From an optimization exercise on the open Yosys and OpenROAD flow, aimed at small area, a short achievable clock period and few clock cycles; shortcuts taken in it are not production practice.
RTL that was checked went through simulation tests only; none was proved equivalent to the original.
Power and IR drop assume default switching activity. No driver is modelled on the clock port, so clocking that relies on it looks cheaper here than on a real chip.

## protobuf_read_reply_decoder_top
module protobuf_read_reply_decoder_top (
	input  wire logic                   clk,
	input  wire logic                   arst_n,
	input  wire logic                   bytes_valid,
	output logic                        bytes_ready,
	input  wire logic [rrd_pkg::DATA_W-1:0]      bytes_data_byte,
	input  wire logic                   bytes_end_of_message,
	output logic                        results_valid,
	input  wire logic                   results_ready,
	output logic [rrd_pkg::STATUS_W-1:0]         results_status_code,
	output logic [rrd_pkg::WORD_W-1:0]           results_throttle_ms,
	output logic                        results_value_present,
	output logic [rrd_pkg::LENGTH_W-1:0]         results_value_length,
	output logic [rrd_pkg::DATA_W-1:0]           results_value_byte,
	output logic [rrd_pkg::INDEX_W-1:0]          results_byte_index,
	output logic                        results_value_too_long,
	output logic                        results_stopped_early,
	output logic                        results_last_result
);
	logic        wr_en;
	logic [5:0]  wr_addr;
	logic [7:0]  wr_data;
	logic        p_busy, p_thr_busy, p_load, p_thr_seen, p_present, p_long, p_stop;
	logic [1:0]  p_status;
	logic [5:0]  p_len;
	logic [6:0]  p_base;
	logic [31:0] thr;
	logic        old_v;
	logic [6:0]  old_ptr;
	rrd_parser u_parser (
		.clk               (clk),
		.arst_n            (arst_n),
		.rx_valid          (bytes_valid),
		.rx_ready          (bytes_ready),
		.rx_data_byte      (bytes_data_byte),
		.rx_end_of_message (bytes_end_of_message),
		.wr_en             (wr_en),
		.wr_addr           (wr_addr),
		.wr_data           (wr_data),
		.p_busy            (p_busy),
		.p_thr_busy        (p_thr_busy),
		.p_load            (p_load),
		.p_status          (p_status),
		.p_thr_seen        (p_thr_seen),
		.p_present         (p_present),
		.p_len             (p_len),
		.p_long            (p_long),
		.p_stop            (p_stop),
		.p_base            (p_base),
		.thr               (thr),
		.old_v             (old_v),
  ...
Size: ~1,700 cells after synthesis, roughly 750 flip-flops, ~0.030 sq mm of cells after synthesis.
==> flow/config.mk <==
export PLATFORM = sky130hd
export DESIGN_NAME = protobuf_read_reply_decoder_top
export DESIGN_NICKNAME = protobuf_read_reply_decoder_top
export VERILOG_FILES = /design/flow/design.v
export SDC_FILE = /design/flow/constraint.sdc
export NUM_CORES = 4
export LEC_CHECK = 0
export CAP_MARGIN = 20
export CORE_MARGIN = 2
export CORE_UTILIZATION = 40
export SETUP_SLACK_MARGIN = 4.0
export SLEW_MARGIN = 20
==> flow/constraint.sdc <==
create_clock -name core_clock -period 6.5 [get_ports {clk}]
set_input_delay 1.3000 -clock core_clock [delete_from_list [all_inputs] [get_ports {clk}]]
set_output_delay 1.3000 -clock core_clock [all_outputs]
set_load 0.01 [all_outputs]
standard.sh (not shown) runs the stock make flow with config.mk's settings and CLKGATE_MAP_FILE= SYNTH_SCRIPT=/design/flow/synth_recipe.tcl, a recipe that flattens the netlist after the stock synthesis.
==> flow/flow/run.sh <==
#!/bin/bash
set -euo pipefail
export CTS_ARGS="-sink_clustering_enable -repair_clock_nets -dont_use_dummy_load -sink_clustering_size 30 -sink_clustering_max_diameter 200"
bash standard.sh > standard_flow.log 2>&1
Testbench counts at the start, summed over its fixed seeds: cycles 51,327.
Edit:
==> flow/run.sh (new file) <==
#!/bin/bash
# synth_recipe.tcl (not shown) runs the flow's synth.tcl, then flattens the netlist and writes it again
# the make line also repeats each setting of config.mk as NAME=value (left out here)
make -C /OpenROAD-flow-scripts/flow DESIGN_CONFIG=/design/flow/config.mk WORK_HOME=/design/flow/orfs CLKGATE_MAP_FILE= SYNTH_SCRIPT=/design/flow/synth_recipe.tcl finish
removed: flow/flow/run.sh
removed: flow/standard.sh
Outcome: Count of clock-buffer cells in the layout increases by 70. Routed wire length is about the same. Area after synthesis stays the same. Fmax increases by 0.90%. Die area stays the same.
Edit:
==> flow/flow/run.sh (new file) <==
#!/bin/bash
set -euo pipefail
export CTS_ARGS="-sink_clustering_enable -repair_clock_nets -dont_use_dummy_load"
bash standard.sh > standard_flow.log 2>&1
==> flow/standard.sh (new file) <==
#!/bin/bash
# synth_recipe.tcl (not shown) runs the flow's synth.tcl, then flattens the netlist and writes it again
# the make line also repeats each setting of config.mk as NAME=value (left out here)
make -C /OpenROAD-flow-scripts/flow DESIGN_CONFIG=/design/flow/config.mk WORK_HOME=/design/flow/orfs CLKGATE_MAP_FILE= SYNTH_SCRIPT=/design/flow/synth_recipe.tcl "${@:-finish}"
CORE_UTILIZATION = 60   (was 40)
removed: flow/run.sh
Non-clock buffer count rises by 6.
Cell area falls by a few percent.
Total power falls by a few percent.
Synthesized cell count stays the same.
Worst setup slack got worse by 140 ps.
Core utilization rises by 22 points.
Sequential share of layout area rises by 1.4 points.
Via count stays flat.
Edit:
==> flow/flow/run.sh (replaced) <==
#!/bin/bash
set -euo pipefail
export CTS_ARGS="-sink_clustering_enable -repair_clock_nets -dont_use_dummy_load -sink_clustering_size 24 -sink_clustering_max_diameter 200"
bash standard.sh > standard_flow.log 2>&1
CORE_UTILIZATION = 40   (was 60)
Fmax came out higher by 7.0%.
Total power drops by about 9%.
Routed wire length increases by 0.75%.
Hold slack is better by 4.9 ps.
Synthesized cell count does not change.
Setup slack improved by 180 ps.
Final area falls by about 2.7%.
Cell count grows by about 10%.
Critical path depth came out lower by 8.
Sequential power barely changes.
Non-clock buffer count decreases by 10.

========
## v6
Another version of the RTL of protobuf_read_reply_decoder_top (not shown whole).
For scale: roughly 1,900 cells after synthesis, ~740 flip-flops, roughly 72 I/O pins.
export LEC_CHECK = 0
export CAP_MARGIN = 20
export CORE_MARGIN = 2
export CORE_UTILIZATION = 40
export SETUP_SLACK_MARGIN = 3.9
export SLEW_MARGIN = 20
create_clock -name core_clock -period 6.5 [get_ports {clk}]
==> flow/flow/run.sh <==
#!/bin/bash
set -euo pipefail
export CTS_ARGS="-sink_clustering_enable -repair_clock_nets -dont_use_dummy_load -sink_clustering_size 20 -sink_clustering_max_diameter 200"
bash standard.sh > standard_flow.log 2>&1
Relative to v6, the following input files were edited for v7:
diff --git a/flow/config.mk b/flow/config.mk
--- a/flow/config.mk
+++ b/flow/config.mk
@@ -10,3 +10,3 @@
 export CORE_UTILIZATION = 40
-export SETUP_SLACK_MARGIN = 3.9
+export SETUP_SLACK_MARGIN = 4.0
 export SLEW_MARGIN = 20
==> summary.txt <==
- v7 finished all stages; the layout is clean.
- v6 finished end to end and its layout was clean on timing, DRC and antenna.
- v6 and v7 ended up with roughly the same multi-input combinational gate total.
- Compared with v6, v7 shows via count that has gone down slightly.
- v7 vs v6: routed length on met2 up
- Worst hold slack on v7 is down relative to v6.
- v7 vs v6 — maximum frequency from static timing analysis climbed slightly
- Re ratio of final minimum period to clock period: v7 is 0.57 points down on v6.
- Of v7 and v6, the higher logic depth of the worst setup path including buffers belongs to v6.
- When the final numbers for v7 and v6 were put side by side, the clock network power share turned out to be greater in v6.
No functional check of the RTL was part of any run of this note.

========
protobuf_read_reply_decoder_top, a different RTL version from the one above (not shown whole).
For scale: ~1800 cells after synthesis, about 730 flip-flops, about 0.030 mm² of cells after synthesis.
// protobuf_read_reply_decoder_top
module protobuf_read_reply_decoder_top (
	input  wire logic                   clk,
	input  wire logic                   arst_n,
	input  wire logic                   bytes_valid,
	output logic                        bytes_ready,
	input  wire logic [rrd_pkg::DATA_W-1:0]      bytes_data_byte,
	input  wire logic                   bytes_end_of_message,
	output logic                        results_valid,
	input  wire logic                   results_ready,
	output logic [rrd_pkg::STATUS_W-1:0]         results_status_code,
	output logic [rrd_pkg::WORD_W-1:0]           results_throttle_ms,
	output logic                        results_value_present,
	output logic [rrd_pkg::LENGTH_W-1:0]         results_value_length,
	output logic [rrd_pkg::DATA_W-1:0]           results_value_byte,
	output logic [rrd_pkg::INDEX_W-1:0]          results_byte_index,
	output logic                        results_value_too_long,
	output logic                        results_stopped_early,
	output logic                        results_last_result
);
==> flow/config.mk <==
export PLATFORM = sky130hd
export DESIGN_NAME = protobuf_read_reply_decoder_top
export DESIGN_NICKNAME = protobuf_read_reply_decoder_top
export VERILOG_FILES = /design/flow/design.v
export SDC_FILE = /design/flow/constraint.sdc
export NUM_CORES = 4
export LEC_CHECK = 0
export CAP_MARGIN = 20
export CORE_MARGIN = 2
export CORE_UTILIZATION = 40
export SETUP_SLACK_MARGIN = 4.0
export SLEW_MARGIN = 20
==> flow/constraint.sdc <==
create_clock -name core_clock -period 6.5 [get_ports {clk}]
set_input_delay 1.3000 -clock core_clock [delete_from_list [all_inputs] [get_ports {clk}]]
set_output_delay 1.3000 -clock core_clock [all_outputs]
set_load 0.01 [all_outputs]
==> flow/flow/run.sh <==
#!/bin/bash
set -euo pipefail
export CTS_ARGS="-sink_clustering_enable -repair_clock_nets -dont_use_dummy_load -sink_clustering_size 24 -sink_clustering_max_diameter 200"
bash standard.sh > standard_flow.log 2>&1
Testbench counts at the start, summed over its fixed seeds: cycles 51,353.
Then changed:
==> flow/flow/run.sh (replaced) <==
#!/bin/bash
set -euo pipefail
export CTS_ARGS="-sink_clustering_enable -repair_clock_nets -dont_use_dummy_load -sink_clustering_size 20 -sink_clustering_max_diameter 200"
bash standard.sh > standard_flow.log 2>&1
The changed run passed the timing, DRC and antenna checks.
Setup slack is worse by 0.015 ns.
Design area came out higher by 0.34%.
Routed wire length increases by 0.43%.
Then changed:
PLACE_DENSITY = 0.75   (was default)
What happened:
- The changed run completed with no timing, DRC or antenna violations
- design area stays flat
- area after synthesis is unchanged
- sequential cell count is unchanged
- wire length shrinks by 2.8%

========
Another version of the RTL of protobuf_read_reply_decoder_top (not shown whole).
Size in the first run: roughly 1800 cells after synthesis, ~72 I/O pins.
## protobuf_read_reply_decoder_top
module protobuf_read_reply_decoder_top (
	input  wire logic                   clk,
	input  wire logic                   arst_n,
	input  wire logic                   bytes_valid,
	output logic                        bytes_ready,
	input  wire logic [rrd_pkg::DATA_W-1:0]      bytes_data_byte,
	input  wire logic                   bytes_end_of_message,
	output logic                        results_valid,
	input  wire logic                   results_ready,
	output logic [rrd_pkg::STATUS_W-1:0]         results_status_code,
	output logic [rrd_pkg::WORD_W-1:0]           results_throttle_ms,
	output logic                        results_value_present,
	output logic [rrd_pkg::LENGTH_W-1:0]         results_value_length,
	output logic [rrd_pkg::DATA_W-1:0]           results_value_byte,
	output logic [rrd_pkg::INDEX_W-1:0]          results_byte_index,
	output logic                        results_value_too_long,
	output logic                        results_stopped_early,
	output logic                        results_last_result
);
clock: 6.5 ns
lec_check: 0
cap_margin: 20
core_margin: 2
core_utilization: 40
setup_slack_margin: 4.0
slew_margin: 20
==> flow/flow/run.sh <==
#!/bin/bash
set -euo pipefail
export CTS_ARGS="-sink_clustering_enable -repair_clock_nets -dont_use_dummy_load -sink_clustering_size 20 -sink_clustering_max_diameter 200"
bash standard.sh > standard_flow.log 2>&1
The baseline finished with timing, DRC and antenna clean.
Testbench counts at the start, summed over its fixed seeds: cycles 51,327.
==> next run, changes <==
--- a/flow/config.mk
+++ b/flow/config.mk
@@ -7,2 +7,3 @@
 export LEC_CHECK = 0
+export ABC_AREA = 1
 export CAP_MARGIN = 20
Outcome: The new run passed the timing, DRC and antenna checks; power rose by about a fifth; routed wire length rose by roughly a tenth; flip-flop and latch count does not change; clock skew rose by 0.0060 ns; critical path depth rose by 2.

========
RTL: one of the versions met above, not the one the previous note started from.
Size in the first run: ~1,700 cells after synthesis, about 750 flip-flops, ~72 I/O pins, ~30,000 um^2 of cells after synthesis.
Settings: LEC_CHECK=0, CAP_MARGIN=20, CORE_MARGIN=2, CORE_UTILIZATION=40, CTS_BUF_LIST=sky130_fd_sc_hd__clkbuf_8, SETUP_SLACK_MARGIN=4.0, SLEW_MARGIN=20; clock period 6.5 ns.
run.sh (not shown) runs the stock make flow with config.mk's settings and CLKGATE_MAP_FILE= SYNTH_SCRIPT=/design/flow/synth_recipe.tcl, a recipe that flattens the netlist after the stock synthesis.
Stock flow here: none of the scripts above is used.
Testbench counts at the start, summed over its fixed seeds: cycles 51,327.
Edit:
==> flow/flow/run.sh (new file) <==
#!/bin/bash
set -euo pipefail
export CTS_ARGS="-sink_clustering_enable -repair_clock_nets -dont_use_dummy_load -sink_clustering_size 20 -sink_clustering_max_diameter 200"
bash standard.sh > standard_flow.log 2>&1
==> flow/standard.sh (new file) <==
#!/bin/bash
# synth_recipe.tcl (not shown) runs the flow's synth.tcl, then flattens the netlist and writes it again
# the make line also repeats each setting of config.mk as NAME=value (left out here)
make -C /OpenROAD-flow-scripts/flow DESIGN_CONFIG=/design/flow/config.mk WORK_HOME=/design/flow/orfs CLKGATE_MAP_FILE= SYNTH_SCRIPT=/design/flow/synth_recipe.tcl "${@:-finish}"
--- a/flow/config.mk
+++ b/flow/config.mk
@@ -9,5 +9,4 @@
 export CORE_MARGIN = 2
 export CORE_UTILIZATION = 40
-export CTS_BUF_LIST = sky130_fd_sc_hd__clkbuf_8
 export SETUP_SLACK_MARGIN = 4.0
 export SLEW_MARGIN = 20
removed: flow/run.sh
What happened:
- The new run finished with timing, DRC and antenna clean
- cell count falls by a few percent
- hold slack stays flat
- combinational power went down by a few percent
- utilization falls by 2.2 points
- total power falls by roughly a tenth

========
== run 1 ==
protobuf_read_reply_decoder_top again, from the RTL that the note above started with.
## protobuf_read_reply_decoder_top
module protobuf_read_reply_decoder_top (
	input  wire logic                   clk,
	input  wire logic                   arst_n,
	input  wire logic                   bytes_valid,
	output logic                        bytes_ready,
	input  wire logic [rrd_pkg::DATA_W-1:0]      bytes_data_byte,
	input  wire logic                   bytes_end_of_message,
	output logic                        results_valid,
	input  wire logic                   results_ready,
	output logic [rrd_pkg::STATUS_W-1:0]         results_status_code,
	output logic [rrd_pkg::WORD_W-1:0]           results_throttle_ms,
	output logic                        results_value_present,
	output logic [rrd_pkg::LENGTH_W-1:0]         results_value_length,
	output logic [rrd_pkg::DATA_W-1:0]           results_value_byte,
	output logic [rrd_pkg::INDEX_W-1:0]          results_byte_index,
	output logic                        results_value_too_long,
	output logic                        results_stopped_early,
	output logic                        results_last_result
);
Settings: LEC_CHECK=0, CAP_MARGIN=20, CORE_MARGIN=2, CORE_UTILIZATION=40, SETUP_SLACK_MARGIN=3.5, SLEW_MARGIN=20; clock period 6.5 ns.
Stock flow here: none of the scripts above is used.
Testbench counts of run 1, summed over its fixed seeds: cycles 51,327.
Setup changes, run 1 to run 2
Settings: SETUP_SLACK_MARGIN changed from 3.5 to 4.0.
==> flow/flow/run.sh (new file) <==
#!/bin/bash
set -euo pipefail
export CTS_ARGS="-sink_clustering_enable -repair_clock_nets -dont_use_dummy_load"
bash standard.sh > standard_flow.log 2>&1
==> flow/standard.sh (new file) <==
#!/bin/bash
# synth_recipe.tcl (not shown) runs the flow's synth.tcl, then flattens the netlist and writes it again
# the make line also repeats each setting of config.mk as NAME=value (left out here)
make -C /OpenROAD-flow-scripts/flow DESIGN_CONFIG=/design/flow/config.mk WORK_HOME=/design/flow/orfs CLKGATE_MAP_FILE= SYNTH_SCRIPT=/design/flow/synth_recipe.tcl "${@:-finish}"
removed: flow/run.sh
Findings:
Between run 1 and run 2, the average cell area after synthesis figures differ only marginally.
The post-cts gate resize count in run 1 is 0.073 times that in run 2.
Area: run 2 vs run 1 -> run 2 larger
Compared with run 1, in run 2 non-clock buffer instance count of the final layout has increased; sequential power shows no meaningful change; total power comparable.
Run comparison: run 2 endpoint of the most critical setup path results_value_byte[2]; run 1 endpoint of the most critical setup path u_emit.mem[11][5]$_DFFE_PP_
Run 2 — clock network power about 12% lower, run 1 as reference
Run 2: done, clean on timing, DRC and antenna
Comparing register-to-register slack for run 1 and run 2, the bigger number came from run 2.
Relative to run 1, via count increased by 452 in run 2.
### run 2 -> run 3
Settings: SETUP_SLACK_MARGIN changed from 4.0 to 4.5.
==> flow/run.sh (new file) <==
#!/bin/bash
# synth_recipe.tcl (not shown) runs the flow's synth.tcl, then flattens the netlist and writes it again
# the make line also repeats each setting of config.mk as NAME=value (left out here)
make -C /OpenROAD-flow-scripts/flow DESIGN_CONFIG=/design/flow/config.mk WORK_HOME=/design/flow/orfs CLKGATE_MAP_FILE= SYNTH_SCRIPT=/design/flow/synth_recipe.tcl finish
removed: flow/flow/run.sh
removed: flow/standard.sh
Findings:
- Between run 2 and run 3, the combined flip-flop and latch cell area figures differ only marginally.
- Area of all placed cells without fillers was higher in run 3 than in run 2.
- Cell-internal power is lower on run 2
- The via density per instance in run 3 sits 0.15 above the value recorded for run 2.
- In the metrics for run 2 and run 3, the one carrying the higher via count of the first global-routing pass is run 3.
- Any difference in share of flip-flops with an asynchronous set or reset after synthesis between run 3 and run 2 is small enough to ignore.
- Looking at area growth from synthesis to layout, run 3 sits 16 points above run 2.

==> re-timing with driven ports <==
The results above use ideal ports. As a check the final layouts listed here were re-extracted and re-timed, cells and wires unchanged.
Step 1, drivers: a clkbuf_16 drives clk and a buf_2 each remaining input, both assumed.
Step 2 moves the port delays by t, midway between the first and last clock arrival at a register: inputs arrive t later, outputs are due t later. That takes back most of the time a late clock gives input paths.
Slacks: no drivers / after step 1 / after step 2; pairs: no drivers / after step 1.
run | t (ns) | slack for setup (ns) | worst setup path at the end
the first run of note 1 | 0.682 | 3.892 / 3.823 / 3.500 | input to register
the second run of note 1 | 0.684 | 3.915 / 3.846 / 3.457 | input to register
the third run of note 1 | 0.653 | 3.775 / 3.775 / 3.499 | input to register
the fourth run of note 1 | 0.616 | 3.953 / 3.885 / 3.543 | input to register
v6 | 0.644 | 3.871 / 3.837 / 3.440 | input to register
v7 | 0.641 | 3.908 / 3.886 / 3.408 | input to register
the first run of note 3 | 0.633 | 3.977 / 3.915 / 3.488 | input to register
the second run of note 3 | 0.645 | 3.962 / 3.902 / 3.436 | input to register
the third run of note 3 | 0.647 | 3.957 / 3.899 / 3.328 | input to register
the first run of note 4 | 0.655 | 3.931 / 3.864 / 3.442 | input to register
the second run of note 4 | 0.635 | 3.897 / 3.882 / 3.549 | input to register
the first run of note 5 | 0.802 | 3.799 / 3.731 / 3.370 | input to register
the second run of note 5 | 0.635 | 3.937 / 3.870 / 3.523 | input to register
run 1 | 0.680 | 3.421 / 3.421 / 2.962 | input to register
run 2 | 0.661 | 3.937 / 3.867 / 3.473 | input to register
run 3 | 0.698 | 3.837 / 3.837 / 3.837 | register to register
After both steps setup and hold are still met in every run listed. The setup slack of the third run of note 3, which loses most, moves by -0.058 ns with the drivers and by -0.629 ns with both steps.
